Source: an optimization exercise on an open RTL-to-GDS flow (aim: a short achievable clock period and few clock cycles per item). Production flows keep margins and buffers that such runs may drop. At most, simulation tests tie the RTL to the original design; equivalence was not proved. No activity file was given, so power comes from the tool's default toggle rates.

==> inputs of branch willow <==
// meter_poll_retry_sequencer_unit
module meter_poll_retry_sequencer_unit
(
  input  wire        clk,
  input  wire        rst_n,
  input  wire        in_valid,
  output logic       in_stall,
  input  mprs_pkg::in_item_t   in_data,
  output logic       out_valid,
  input  wire        out_stall,
  output mprs_pkg::out_item_t  out_data,
  input  wire        psel,
  input  wire        penable,
  input  wire        pwrite,
  input  wire [3:0]  paddr,
  input  wire [31:0] pwdata,
  output logic [31:0] prdata,
  output logic       pready
);
  localparam int CQ_DEPTH = 4;
  logic [15:0] poll_r;
  logic [11:0] wait_r;
  logic [3:0]  retry_r;
  logic        wr_en, wr_poll, wr_wait, wr_retry;
  logic [15:0] pollm1_r;      
  logic        pollle1_r;     
  logic [11:0] waitm1_r;      
  logic        waitnz_r;      
  logic [3:0]  retrym1_r;     
  logic        retrynz_r;     
  assign pready   = 1'b1;
  assign wr_en    = psel && penable && pwrite;
  assign wr_poll  = wr_en && (paddr[3:2] == REG_POLL);
  assign wr_wait  = wr_en && (paddr[3:2] == REG_WAIT);
  assign wr_retry = wr_en && (paddr[3:2] == REG_RETRY);
  always_ff @(posedge clk) begin
    if (!rst_n) begin
      poll_r    <= POLL_RST;
      pollm1_r  <= POLL_RST - 16'd1;
      pollle1_r <= 1'b0;
    end else if (wr_poll) begin
      poll_r    <= pwdata[15:0];
      pollm1_r  <= pwdata[15:0] - 16'd1;
      pollle1_r <= pwdata[15:1] == 15'd0;
    end
  end
  always_ff @(posedge clk) begin
  ...
export LEC_CHECK = 0
export ABC_CLOCK_PERIOD_IN_PS = 2000
export CAP_MARGIN = 20
export CORE_MARGIN = 2
export CORE_UTILIZATION = 65
export SETUP_SLACK_MARGIN = 3.0
export SLEW_MARGIN = 20
create_clock -name core_clock -period 5.0 [get_ports {clk}]
standard.sh (not shown) runs the stock make flow with config.mk's settings and CLKGATE_MAP_FILE= SYNTH_SCRIPT=/design/flow/synth_recipe.tcl, a recipe that flattens the netlist after the stock synthesis.
==> flow/flow/run.sh <==
#!/bin/bash
# Own layout flow: the standard synthesis and ORFS flow, with the port buffers
# inserted as real buffers (buf_4) instead of the smallest delay cell, and the
# timing repair allowed to resize across cell footprints.
set -euo pipefail
cd "$(dirname "${BASH_SOURCE[0]}")/.."
bash standard.sh synth > flow_synth.log 2>&1
export BUFFER_PORTS_ARGS="-buffer_cell sky130_fd_sc_hd__buf_4"
bash standard.sh MATCH_CELL_FOOTPRINT=0 finish > flow_layout.log 2>&1
==> inputs of branch onyx, as changes to branch willow <==
--- a/flow/design.v
+++ b/flow/design.v
@@ -98,35 +98,35 @@
   output logic [31:0] prdata,
   output logic       pready
 );
   localparam int CQ_DEPTH = 4;
   logic [15:0] poll_r;
   logic [11:0] wait_r;
   logic [3:0]  retry_r;
   logic        wr_en, wr_poll, wr_wait, wr_retry;
-  logic [15:0] pollm1_r;      
+  logic [15:0] pollm2_r;      
   logic        pollle1_r;     
   logic [11:0] waitm1_r;      
   logic        waitnz_r;      
   logic [3:0]  retrym1_r;     
   logic        retrynz_r;     
   assign pready   = 1'b1;
   assign wr_en    = psel && penable && pwrite;
   assign wr_poll  = wr_en && (paddr[3:2] == REG_POLL);
   assign wr_wait  = wr_en && (paddr[3:2] == REG_WAIT);
   assign wr_retry = wr_en && (paddr[3:2] == REG_RETRY);
   always_ff @(posedge clk) begin
     if (!rst_n) begin
       poll_r    <= POLL_RST;
-      pollm1_r  <= POLL_RST - 16'd1;
+      pollm2_r  <= POLL_RST - 16'd2;
       pollle1_r <= 1'b0;
     end else if (wr_poll) begin
       poll_r    <= pwdata[15:0];
-      pollm1_r  <= pwdata[15:0] - 16'd1;
+      pollm2_r  <= pwdata[15:0] - 16'd2;
       pollle1_r <= pwdata[15:1] == 15'd0;
     end
   end
   always_ff @(posedge clk) begin
     if (!rst_n) begin
       wait_r   <= WAIT_RST;
       waitm1_r <= WAIT_RST - 12'd1;
       waitnz_r <= 1'b1;
@@ -158,37 +158,37 @@
       endcase
     end
   end
   assign prdata = prdata_r;
   logic [1:0]        phase_r;
   logic              waiting_r;
   logic [3:0]        attempts_r;
   logic [11:0]       timer_r;
-  logic [15:0]       sp1_r;       
+  logic [15:0]       since_r;
   logic [RX_DEPTH:0] wptr_r;      
   logic [7:0]        vexp_r, cexp_r, pexp_r;
   logic              tlt_r, bnz_r, alt_r, sge_r;
   logic [7:0]          mem [RX_DEPTH];
   logic [RX_DEPTH-1:0] vld_r;
   logic        in_stall_r;
   logic        take, is_byte, tick, wr_ok;
-  logic [15:0] sp1_inc;
+  logic [15:0] since_inc;
   logic        busy, closed, good;
   logic        tk_poll, tk_resend, tk_count, tk_retry, tk_fail, go_exp, go_values;
   logic        res_any;
   logic [2:0]  res_act;
   function automatic logic [7:0] rd(input int a);
     rd = vld_r[a] ? mem[a] : 8'h00;
   endfunction
   assign take    = in_valid && !in_stall_r;
   assign is_byte = in_data.command == CMD_BYTE;
   assign tick    = take && !is_byte;
   assign wr_ok   = waiting_r && (phase_r != PH_IDLE) && !wptr_r[RX_DEPTH];
-  assign sp1_inc   = (sp1_r == 16'hFFFF) ? sp1_r : sp1_r + 16'd1;
+  assign since_inc = (since_r == 16'hFFFF) ? since_r : since_r + 16'd1;
   assign busy      = phase_r != PH_IDLE;
   assign closed    = busy && waiting_r && !tlt_r;
   assign good      = closed && bnz_r;
   assign tk_poll   = !busy && sge_r;
   assign tk_resend = busy && !waiting_r;
   assign tk_count  = busy && waiting_r && tlt_r;
   assign go_exp    = good && (phase_r == PH_SCALE);
   assign go_values = good && (phase_r == PH_VALUES);
@@ -241,32 +241,32 @@
     if (bc_clr) begin
       bnz_nxt = 1'b0;
     end else if (bc_inc) begin
       bnz_nxt = 1'b1;
     end else begin
       bnz_nxt = bnz_r;
     end
     if (wr_poll) begin
-      sge_nxt = sp1_r >= pwdata[15:0];
+      sge_nxt = since_inc >= pwdata[15:0];
     end else if (sn_clr) begin
       sge_nxt = pollle1_r;
     end else if (sn_inc) begin
-      sge_nxt = sge_r || (sp1_r == pollm1_r) || (sp1_r == 16'hFFFF);
+      sge_nxt = sge_r || (since_r == pollm2_r) || (since_r == 16'hFFFE);
     end else begin
       sge_nxt = sge_r;
     end
   end
   always_ff @(posedge clk) begin
     if (!rst_n) begin
       phase_r    <= PH_IDLE;
       waiting_r  <= 1'b0;
       attempts_r <= '0;
       timer_r    <= '0;
-      sp1_r      <= 16'd1;
+      since_r    <= '0;
       wptr_r     <= (RX_DEPTH + 1)'(1);
       vexp_r     <= '0;
       cexp_r     <= '0;
       pexp_r     <= '0;
       tlt_r      <= 1'b1;           
       bnz_r      <= 1'b0;
       alt_r      <= 1'b1;           
       sge_r      <= 1'b0;           
@@ -293,19 +293,19 @@
         attempts_r <= attempts_r + 4'd1;
       end
       if (tmr_clr) begin
         timer_r <= '0;
       end else if (tmr_inc) begin
         timer_r <= timer_r + 12'd1;
       end
       if (sn_clr) begin
-        sp1_r <= 16'd1;
+        since_r <= '0;
       end else if (sn_inc) begin
-        sp1_r <= sp1_inc;
+        since_r <= since_inc;
       end
       if (bc_clr) begin
         wptr_r <= (RX_DEPTH + 1)'(1);
       end else if (bc_inc) begin
         wptr_r <= {wptr_r[RX_DEPTH-1:0], 1'b0};
       end
       if (tick && go_exp) begin
         vexp_r <= rd(ADDR_VEXP);
ABC_CLOCK_PERIOD_IN_PS = 2500   (was 2000)
SETUP_SLACK_MARGIN = 2.5   (was 3.0)
==> qor summary <==
Highest net fanout along the worst path: branch onyx 6; branch willow 1
Total length of routed met2 wires: branch onyx 28130 um; branch willow 32750 um
Flip-flop and latch count: branch onyx 806; branch willow 807
Top-area cell type share of the netlist area: branch onyx 52.89%; branch willow 53.52%
Mean routed wirelength per cell: branch onyx 18.49 um; branch willow 21.40 um
Area growth from synthesis to layout: branch onyx 11.45%; branch willow 17.25%
Placeable core region: branch onyx 0.04745 mm^2; branch willow 0.04665 mm^2
# Post-CTS Setup Buffers: branch onyx 4; branch willow 22
Power Density: branch onyx 375.3 mW/mm^2; branch willow 364.1 mW/mm^2
Number of CTS-inserted buffers: branch onyx 78; branch willow 77
Maximum frequency from static timing analysis: branch onyx 0.3832 GHz; branch willow 0.4572 GHz
Post-synth design cell area: branch onyx 0.03111 mm^2; branch willow 0.03075 mm^2
Non-clk bufs: branch onyx 112; branch willow 145
Global-route wire length before repair: branch onyx 92400 um; branch willow 100800 um
Cell at the slowest stage of the critical path: branch onyx dfxtp_4; branch willow edfxtp_1
Relative contribution of sequential cells to total power: branch onyx 54.5%; branch willow 54.2%
Met1 Use GR: branch onyx 31.39%; branch willow 36.74%
Clock network area share: branch onyx 7.227%; branch willow 6.907%
Status: branch onyx finished clean; branch willow finished clean
Via count of the first global-routing pass: branch onyx 17870; branch willow 18300
Number of library cell types mapped by synthesis: branch onyx 66; branch willow 62
Non-clk buf share: branch onyx 2.533%; branch willow 4.023%
Sort of element at the end of the critical path: branch onyx flip-flop; branch willow primary output
Final instance area: branch onyx 0.03468 mm^2; branch willow 0.03605 mm^2
No run of this note included a check of the RTL's function; only the layout flow was run.

========
==> sierra <==
Another version of the RTL of meter_poll_retry_sequencer_unit (not shown whole).
Settings: LEC_CHECK=0, ABC_CLOCK_PERIOD_IN_PS=2500, CAP_MARGIN=20, CORE_MARGIN=2, CORE_UTILIZATION=65, SETUP_SLACK_MARGIN=2.5, SLEW_MARGIN=20, SYNTH_HIERARCHICAL=1, SYNTH_MINIMUM_KEEP_SIZE=0; clock period 5.0 ns.
Scripts as last shown in full above: flow/flow/run.sh
==> inputs of ember, as changes to sierra <==
--- a/flow/design.v
+++ b/flow/design.v
@@ -77,22 +77,10 @@
     logic last_val;
   } dp_status_t;
 endpackage
 `default_nettype wire
 `default_nettype none
-module mprs_rd_bit
-(
-  input  wire [1:0] sel,
-  input  wire       poll_b,
-  input  wire       wait_b,
-  input  wire       retry_b,
-  output logic      y
-);
-  assign y = sel[1] ? (retry_b && !sel[0]) : (sel[0] ? wait_b : poll_b);
-endmodule
-`default_nettype wire
-`default_nettype none
 import mprs_pkg::*;
 module meter_poll_retry_sequencer_unit
 (
   input  wire        clk,
   input  wire        rst_n,
@@ -113,11 +101,11 @@
   localparam int CQ_DEPTH = 4;
   logic [15:0] poll_r;
   logic [11:0] wait_r;
   logic [3:0]  retry_r;
   logic        wr_en, wr_poll, wr_wait, wr_retry;
-  logic [15:0] pollm1_r;      
+  logic [15:0] pollm2_r;      
   logic        pollle1_r;     
   logic [11:0] waitm1_r;      
   logic        waitnz_r;      
   logic [3:0]  retrym1_r;     
   logic        retrynz_r;     
@@ -127,15 +115,15 @@
   assign wr_wait  = wr_en && (paddr[3:2] == REG_WAIT);
   assign wr_retry = wr_en && (paddr[3:2] == REG_RETRY);
   always_ff @(posedge clk) begin
     if (!rst_n) begin
       poll_r    <= POLL_RST;
-      pollm1_r  <= POLL_RST - 16'd1;
+      pollm2_r  <= POLL_RST - 16'd2;
       pollle1_r <= 1'b0;
     end else if (wr_poll) begin
       poll_r    <= pwdata[15:0];
-      pollm1_r  <= pwdata[15:0] - 16'd1;
+      pollm2_r  <= pwdata[15:0] - 16'd2;
       pollle1_r <= pwdata[15:1] == 15'd0;
     end
   end
   always_ff @(posedge clk) begin
     if (!rst_n) begin
@@ -157,36 +145,31 @@
       retry_r   <= pwdata[3:0];
       retrym1_r <= pwdata[3:0] - 4'd1;
       retrynz_r <= pwdata[3:0] != 4'd0;
     end
   end
-  logic [15:0] wait_x, retry_x;
-  assign wait_x  = {4'h0, wait_r};
-  assign retry_x = {12'h000, retry_r};
-  assign prdata[31:16] = '0;
-  for (genvar b = 0; b < 16; b++) begin : g_rd
-    mprs_rd_bit u_rd (
-      .sel     (paddr[3:2]),
-      .poll_b  (poll_r[b]),
-      .wait_b  (wait_x[b]),
-      .retry_b (retry_x[b]),
-      .y       (prdata[b])
-    );
+  always_comb begin
+    case (paddr[3:2])
+      REG_POLL:  prdata = {16'h0000, poll_r};
+      REG_WAIT:  prdata = {20'h00000, wait_r};
+      REG_RETRY: prdata = {28'h0000000, retry_r};
+      default:   prdata = '0;
+    endcase
   end
   logic [1:0]        phase_r;
   logic              waiting_r;
   logic [3:0]        attempts_r;
   logic [11:0]       timer_r;
-  logic [15:0]       sp1_r;       
+  logic [15:0]       since_r;
   logic [RX_DEPTH:0] wptr_r;      
   logic [7:0]        vexp_r, cexp_r, pexp_r;
   logic              tlt_r, bnz_r, alt_r, sge_r;
   logic [7:0]          mem [RX_DEPTH];
   logic [RX_DEPTH-1:0] vld_r;
   logic        in_stall_r;
   logic        take, is_byte, tick, wr_ok;
-  logic [15:0] sp1_inc;
+  logic [15:0] since_inc;
   logic        busy, closed, good;
   logic        tk_poll, tk_resend, tk_count, tk_retry, tk_fail, go_exp, go_values;
   logic        res_any;
   logic [2:0]  res_act;
   function automatic logic [7:0] rd(input int a);
@@ -194,11 +177,11 @@
   endfunction
   assign take    = in_valid && !in_stall_r;
   assign is_byte = in_data.command == CMD_BYTE;
   assign tick    = take && !is_byte;
   assign wr_ok   = waiting_r && (phase_r != PH_IDLE) && !wptr_r[RX_DEPTH];
-  assign sp1_inc   = (sp1_r == 16'hFFFF) ? sp1_r : sp1_r + 16'd1;
+  assign since_inc = (since_r == 16'hFFFF) ? since_r : since_r + 16'd1;
   assign busy      = phase_r != PH_IDLE;
   assign closed    = busy && waiting_r && !tlt_r;
   assign good      = closed && bnz_r;
   assign tk_poll   = !busy && sge_r;
   assign tk_resend = busy && !waiting_r;
@@ -257,26 +240,26 @@
       bnz_nxt = 1'b1;
     end else begin
       bnz_nxt = bnz_r;
     end
     if (wr_poll) begin
-      sge_nxt = sp1_r >= pwdata[15:0];
+      sge_nxt = since_inc >= pwdata[15:0];
     end else if (sn_clr) begin
       sge_nxt = pollle1_r;
     end else if (sn_inc) begin
-      sge_nxt = sge_r || (sp1_r == pollm1_r) || (sp1_r == 16'hFFFF);
+      sge_nxt = sge_r || (since_r == pollm2_r) || (since_r == 16'hFFFE);
     end else begin
       sge_nxt = sge_r;
     end
   end
   always_ff @(posedge clk) begin
     if (!rst_n) begin
       phase_r    <= PH_IDLE;
       waiting_r  <= 1'b0;
       attempts_r <= '0;
       timer_r    <= '0;
-      sp1_r      <= 16'd1;
+      since_r    <= '0;
       wptr_r     <= (RX_DEPTH + 1)'(1);
       vexp_r     <= '0;
       cexp_r     <= '0;
       pexp_r     <= '0;
       tlt_r      <= 1'b1;           
@@ -309,13 +292,13 @@
         timer_r <= '0;
       end else if (tmr_inc) begin
         timer_r <= timer_r + 12'd1;
       end
       if (sn_clr) begin
-        sp1_r <= 16'd1;
+        since_r <= '0;
       end else if (sn_inc) begin
-        sp1_r <= sp1_inc;
+        since_r <= since_inc;
       end
       if (bc_clr) begin
         wptr_r <= (RX_DEPTH + 1)'(1);
       end else if (bc_inc) begin
         wptr_r <= {wptr_r[RX_DEPTH-1:0], 1'b0};
--- a/flow/config.mk
+++ b/flow/config.mk
@@ -9,7 +9,5 @@
 export CAP_MARGIN = 20
 export CORE_MARGIN = 2
 export CORE_UTILIZATION = 65
 export SETUP_SLACK_MARGIN = 2.5
 export SLEW_MARGIN = 20
-export SYNTH_HIERARCHICAL = 1
-export SYNTH_MINIMUM_KEEP_SIZE = 0
==> metrics.md <==
| Metric | Value |
|---|---|
| CTS sink cnt | roughly 800 |
| Initial Utilization | 65.5% |
| Met2 Use GR | 42.0% |
| Reg2reg path depth | 5 |
| Yosys warns | 11 |
| Worst-margin pin slew | 0.906 ns |
| Multi-Input Combinational | 1388 |
| Hold_ws | 0.428 ns |
| Util after Layout | 73.8% |
| Status | no timing/DRC/antenna violations |
That was sierra.
==> metrics.md <==
| Metric | Value |
|---|---|
| Met2 Use GR | around 43% |
| Hold_ws | 0.426 ns |
| CTS sink cnt | 790 |
| Reg2reg path depth | 10 |
| Status | no timing/DRC/antenna violations |
| Yosys warns | 5 |
| Initial Utilization | 66.1% |
| Multi-Input Combinational | 1442 |
| Worst-margin pin slew | about 1.1 ns |
That was ember.
Testbench counts of ember, summed over its fixed seeds: cycles 24,013, items 24,000.
For sierra, only the layout was checked, not whether the RTL still works.

-- port drivers added, routing unchanged --
In the flow no input, the clock included, has a driving cell. The finished layouts below were timed again as built, in two steps.
Step 1 assumes that a clkbuf_16 drives the clock port and a buf_2 every other input.
Step 2 adds t to the input delays and takes it off the output delays; t is the mean of the earliest and latest rising clock arrival at the registers after step 1. Input paths then give back, and output paths get back, about the clock's delay inside the block.
Three values: no drivers, after step 1, after step 2; two values: the first two.
run	t (ns)	setup WS [ns]	pins driven straight from the clock port
branch willow	0.667	2.813 / 2.753 / 2.194	1
branch onyx	0.649	2.390 / 2.390 / 1.933	1
sierra	0.657	2.340 / 2.085 / 1.933	1
ember	0.663	2.379 / 2.242 / 1.954	1
After both steps every run listed still meets setup and hold. For branch willow, which loses most, drivers alone change the setup slack by -0.060 ns; drivers and shift together by -0.619 ns.
